Background: an optimization exercise with open tools, aiming at small area. Do not read the settings as production practice. RTL that was checked went through simulation tests only; none was proved equivalent to the original. Power figures rest on the tool's default switching activity, not on a simulated workload.

==> inputs of run K <==
// wm_pixel_window
module wm_pixel_window #(
  parameter int IMG_W   = 256,
  parameter int IMG_H   = 256,
  parameter int WM_SYMS = 4096
) (
  input  logic       clk,
  input  logic       rst_n,
  input  logic       start,
  input  logic [7:0] pix_in,
  input  logic       pix_valid,
  output logic       pix_ready,
  input  logic [7:0] wm_byte,
  input  logic       wm_valid,
  output logic       wm_ready,
  output logic [7:0] data1,
  output logic [7:0] data2,
  output logic [7:0] data3,
  output logic [7:0] data4,
  output logic [1:0] wm_data,
  output logic       out_valid,
  output logic       busy,
  output logic       frame_done
);
export LEC_CHECK = 0
export CAP_MARGIN = 10
export CORE_MARGIN = 2
export CORE_UTILIZATION = 65
export PLACE_DENSITY = 0.75
export SLEW_MARGIN = 10
create_clock -name core_clock -period 6.0 [get_ports {clk}]
standard.sh (not shown) runs the stock make flow with config.mk's settings and CLKGATE_MAP_FILE= SYNTH_SCRIPT=/design/flow/synth_recipe.tcl, a recipe that flattens the netlist after the stock synthesis.
==> flow/flow/run.sh <==
#!/bin/bash
# Standard synthesis and layout, with a leaner clock tree (small buffers, larger sink
# clusters, no dummy loads) and the smallest buffer on the ports. Each tool's log is
# under orfs/logs; the whole output of the make run goes to standard.log.
set -euo pipefail
export CTS_ARGS="-sink_clustering_enable -repair_clock_nets -dont_use_dummy_load -sink_clustering_size 12 -sink_clustering_max_diameter 50 -buf_list sky130_fd_sc_hd__clkbuf_4"
export BUFFER_PORTS_ARGS="-buffer_cell sky130_fd_sc_hd__buf_1"
bash standard.sh > standard.log 2>&1
==> run R: changes against run K <==
==> flow/run.sh (new file) <==
#!/bin/bash
# synth_recipe.tcl (not shown) runs the flow's synth.tcl, then flattens the netlist and writes it again
# the make line also repeats each setting of config.mk as NAME=value (left out here)
make -C /OpenROAD-flow-scripts/flow DESIGN_CONFIG=/design/flow/config.mk WORK_HOME=/design/flow/orfs CLKGATE_MAP_FILE= SYNTH_SCRIPT=/design/flow/synth_recipe.tcl finish
Settings changed: ABC_AREA set to 1, CAP_MARGIN 10 to 20, CORE_UTILIZATION 65 to 75, PLACE_DENSITY 0.75 to 0.85, SLEW_MARGIN 10 to 20.
removed: flow/flow/run.sh
removed: flow/standard.sh
==> notes <==
Run R stopped in clock tree synthesis. Run K ran to the end with no violations. Synthesized cell count: run K is smaller than run R (about 3.7%). Synthesized area is about the same in run K and run R.

========
==> 05-02 <==
==> flow/design.v <==
module wm_pixel_window #(
  parameter int IMG_W   = 256,
  parameter int IMG_H   = 256,
  parameter int WM_SYMS = 4096
) (
  input  logic       clk,
  input  logic       rst_n,
  input  logic       start,
  input  logic [7:0] pix_in,
  input  logic       pix_valid,
  output logic       pix_ready,
  input  logic [7:0] wm_byte,
  input  logic       wm_valid,
  output logic       wm_ready,
  output logic [7:0] data1,
  output logic [7:0] data2,
  output logic [7:0] data3,
  output logic [7:0] data4,
  output logic [1:0] wm_data,
  output logic       out_valid,
  output logic       busy,
  output logic       frame_done
);
  localparam int CW = $clog2(IMG_W);
  localparam int RW = $clog2(IMG_H);
  localparam int SR_LEN = IMG_W + 1;    
  logic          r_busy;
  logic [RW-1:0] r_row;
  logic [CW-1:0] r_col;
  logic          r_sym_avail;
  logic [7:0]    r_wm_byte;
  logic          r_win;                 
  logic [7:0]    r_sr [1:SR_LEN];
  logic       w_interior, w_needs_sym, w_accept, w_wm_accept, w_last, w_sym_win;
  logic [1:0] w_idx;
  logic [1:0] w_sym;
  assign w_interior  = (r_row != '0) && (r_col != '0);
  assign w_sym_win   = (r_row < RW'(17)) || ((r_row == RW'(17)) && (r_col < CW'(17)));
  assign w_needs_sym = w_interior && w_sym_win;
  assign busy        = r_busy;
  assign pix_ready   = r_busy && (!w_needs_sym || r_sym_avail);
  assign wm_ready    = r_busy && !r_sym_avail;
  assign w_accept    = pix_valid && pix_ready;
  assign w_wm_accept = wm_valid && wm_ready;
  assign w_last      = (r_row == RW'(IMG_H - 1)) && (r_col == CW'(IMG_W - 1));
  assign w_idx       = r_col[1:0] - r_row[1:0];
  assign frame_done  = out_valid && !r_busy;
  always_comb begin
    case (w_idx)
      2'd0: w_sym = r_wm_byte[7:6];
      2'd1: w_sym = r_wm_byte[5:4];
      2'd2: w_sym = r_wm_byte[3:2];
      default: w_sym = r_wm_byte[1:0];
    endcase
  end
  always_ff @(posedge clk or negedge rst_n) begin
    if (!rst_n) begin
      r_busy      <= 1'b0;
      r_row       <= '0;
      r_col       <= '0;
      r_sym_avail <= 1'b0;
      r_win       <= 1'b0;
      data1       <= '0;
      wm_data     <= '0;
      out_valid   <= 1'b0;
    end else begin
      out_valid <= w_accept;
      if (!r_busy) begin
        r_busy      <= start;
        r_sym_avail <= 1'b0;
      end else begin
        if (w_wm_accept) r_sym_avail <= 1'b1;
        if (w_accept) begin
          if (w_last) r_busy <= 1'b0;
          if (r_col == CW'(IMG_W - 1)) r_row <= r_row + RW'(1);
          r_col <= r_col + CW'(1);
          if (w_needs_sym && (w_idx == 2'd3)) r_sym_avail <= 1'b0;
        end
      end
      if (w_accept) begin
        data1   <= pix_in;
        r_win   <= w_interior;
        wm_data <= w_needs_sym ? w_sym : 2'b00;
      end
    end
  end
  always_ff @(posedge clk) begin
    if (w_wm_accept) r_wm_byte <= wm_byte;
    if (w_accept) begin
      r_sr[1] <= data1;
      for (int i = 2; i <= SR_LEN; i++) r_sr[i] <= r_sr[i-1];
    end
  end
  assign data2 = r_win ? r_sr[1]      : data1;
  assign data3 = r_win ? r_sr[IMG_W]  : data1;
  assign data4 = r_win ? r_sr[SR_LEN] : data1;
endmodule
==> flow/flow/run.sh <==
#!/bin/bash
# Standard synthesis and layout, with a leaner clock tree (small buffers, larger sink
# clusters, no dummy loads) and the smallest buffer on the ports. Each tool's log is
# under orfs/logs; the whole output of the make run goes to standard.log.
set -euo pipefail
export CTS_ARGS="-sink_clustering_enable -repair_clock_nets -dont_use_dummy_load -sink_clustering_size 20 -sink_clustering_max_diameter 60 -buf_list sky130_fd_sc_hd__clkbuf_8"
export BUFFER_PORTS_ARGS="-buffer_cell sky130_fd_sc_hd__buf_1"
bash standard.sh > standard.log 2>&1
==> flow/standard.sh <==
#!/bin/bash
# synth_recipe.tcl (not shown) runs the flow's synth.tcl, then flattens the netlist and writes it again
# the make line also repeats each setting of config.mk as NAME=value (left out here)
make -C /OpenROAD-flow-scripts/flow DESIGN_CONFIG=/design/flow/config.mk WORK_HOME=/design/flow/orfs CLKGATE_MAP_FILE= SYNTH_SCRIPT=/design/flow/synth_recipe.tcl "${@:-finish}"
==> flow/config.mk <==
export PLATFORM = sky130hd
export DESIGN_NAME = wm_pixel_window
export DESIGN_NICKNAME = wm_pixel_window
export VERILOG_FILES = /design/flow/design.v
export SDC_FILE = /design/flow/constraint.sdc
export NUM_CORES = 4
export LEC_CHECK = 0
export CAP_MARGIN = 0
export CORE_MARGIN = 2
export CORE_UTILIZATION = 65
export PLACE_DENSITY = 0.75
export SLEW_MARGIN = 0
==> flow/constraint.sdc <==
create_clock -name core_clock -period 6.0 [get_ports {clk}]
set_input_delay 1.2000 -clock core_clock [delete_from_list [all_inputs] [get_ports {clk}]]
set_output_delay 1.2000 -clock core_clock [all_outputs]
set_load 0.01 [all_outputs]
==> 01-23: changes against 05-02 <==
--- a/flow/design.v
+++ b/flow/design.v
@@ -58,5 +58,2 @@
       r_busy      <= 1'b0;
-      r_row       <= '0;
-      r_col       <= '0;
-      r_sym_avail <= 1'b0;
       r_win       <= 1'b0;
@@ -67,14 +64,4 @@
       out_valid <= w_accept;
-      if (!r_busy) begin
-        r_busy      <= start;
-        r_sym_avail <= 1'b0;
-      end else begin
-        if (w_wm_accept) r_sym_avail <= 1'b1;
-        if (w_accept) begin
-          if (w_last) r_busy <= 1'b0;
-          if (r_col == CW'(IMG_W - 1)) r_row <= r_row + RW'(1);
-          r_col <= r_col + CW'(1);
-          if (w_needs_sym && (w_idx == 2'd3)) r_sym_avail <= 1'b0;
-        end
-      end
+      if (!r_busy) r_busy <= start;
+      else if (w_accept && w_last) r_busy <= 1'b0;
       if (w_accept) begin
@@ -83,2 +70,16 @@
         wm_data <= w_needs_sym ? w_sym : 2'b00;
+      end
+    end
+  end
+  always_ff @(posedge clk) begin
+    if (!r_busy) begin
+      r_row       <= '0;
+      r_col       <= '0;
+      r_sym_avail <= 1'b0;
+    end else begin
+      if (w_wm_accept) r_sym_avail <= 1'b1;
+      if (w_accept) begin
+        if (r_col == CW'(IMG_W - 1)) r_row <= r_row + RW'(1);
+        r_col <= r_col + CW'(1);
+        if (w_needs_sym && (w_idx == 2'd3)) r_sym_avail <= 1'b0;
       end
--- a/flow/flow/run.sh
+++ b/flow/flow/run.sh
@@ -5,3 +5,3 @@
 set -euo pipefail
-export CTS_ARGS="-sink_clustering_enable -repair_clock_nets -dont_use_dummy_load -sink_clustering_size 20 -sink_clustering_max_diameter 60 -buf_list sky130_fd_sc_hd__clkbuf_8"
+export CTS_ARGS="-sink_clustering_enable -repair_clock_nets -dont_use_dummy_load -sink_clustering_size 18 -sink_clustering_max_diameter 60 -buf_list sky130_fd_sc_hd__clkbuf_8"
 export BUFFER_PORTS_ARGS="-buffer_cell sky130_fd_sc_hd__buf_1"
- CAP_MARGIN: 0 -> 10
- SLEW_MARGIN: 0 -> 10
==> notes <==
- In die area, 01-23 and 05-02 hardly differ.
- Critical path depth: 05-02 is lower than 01-23 (1).
- In 01-23 the via count is higher than in 05-02, by about 1.3%.
- Of 01-23 and 05-02, 01-23 has the higher final cell count (gap about 1.5%, measured against 05-02).
- Against 01-23, the clock skew of 05-02 is lower by 0.014 ns.
- In 01-23 the clock-buffer cell count is higher than in 05-02, by 20.
- Of 05-02 and 01-23, 01-23 has the higher clock power (gap 6.0%, measured against 01-23).
- Sequential power: 05-02 is lower than 01-23 (about 7%).
- Global-route usage: 01-23 is higher than 05-02 (0.18 points).
- Between 05-02 and 01-23, the lower non-clock buffer count is in 05-02 (gap 15).
==> figures <==
| quantity | 05-02 | 01-23 |
|---|---|---|
| Largest fanout on the critical path | 14 | 90 |
| Average wire per standard cell | 19.5 um | 19.3 um |
| Status | no timing/DRC/antenna violations | no timing/DRC/antenna violations |
| Maximum number of pins on one net before global-route repair | 190 | 178 |
| Placed cells | 3,609 | 3,648 |
| Start-to-end type of the worst setup path | reg2out | reg2reg |
| Synthesized-area fraction occupied by and/or/nand/nor cells | 0.00849 | 0.00863 |
| Register area | 62,700 sq um | 62,600 sq um |
| Sequential fraction of design power | 0.731 | 0.705 |
| Total power per unit cell area | 330 nW/um^2 | 366 nW/um^2 |
| Max IR drop VDD | 0.000232 V | 0.000233 V |
| Logic pwr share | 0.024 | 0.062 |
| Multiplexer area fraction after synthesis | 0.00288 | 0.00306 |
| Post-synthesis share of cell area spent on full adders, half adders and majority gates | 0.00137 | 0.00137 |
| Count of inverters not on the clock network in the layout | 7 | 13 |
| H-tree Lvls | 3 | 4 |
| Final Non-Filler Cells | 3,731 | 3,788 |
| Later-pin clock latency in the skew report | 0.79 ns | 0.83 ns |
| Die boundary height | 317 um | 317 um |
| Met1 Use GR | 0.253 | 0.245 |
| Share of layout cells above drive strength 1 | 0.0657 | 0.0733 |
No functional check of the RTL was part of 01-23.

separate check: timing with driven ports:
In the flow no input, the clock included, has a driving cell. The finished layouts below were timed again as built, in two steps.
Step 1, drivers: a clkbuf_16 drives clk and a buf_2 each remaining input, both assumed.
Step 2 also shifts input and output timing later by t, the mid clock arrival at the registers, as if the neighbouring blocks saw the same clock.
a / b / c = ideal / step 1 / step 2; a / b = the first two.
| run | t (ns) | setup WS [ns] | worst setup path at the end | worst register clock-pin slew, ns |
|---|---|---|---|---|
| run K | 1.089 | 1.799 / 1.735 / 2.286 | register to register | 0.13 / 0.13 |
| 05-02 | 0.819 | 2.100 / 2.034 / 2.344 | register to register | 0.12 / 0.12 |
| 01-23 | 0.852 | 2.126 / 2.099 / 2.055 | input to register | 0.10 / 0.10 |
After both steps every run listed still meets setup and hold. The setup slack of 01-23, which loses most, moves by -0.027 ns with the drivers and by -0.071 ns with both steps.
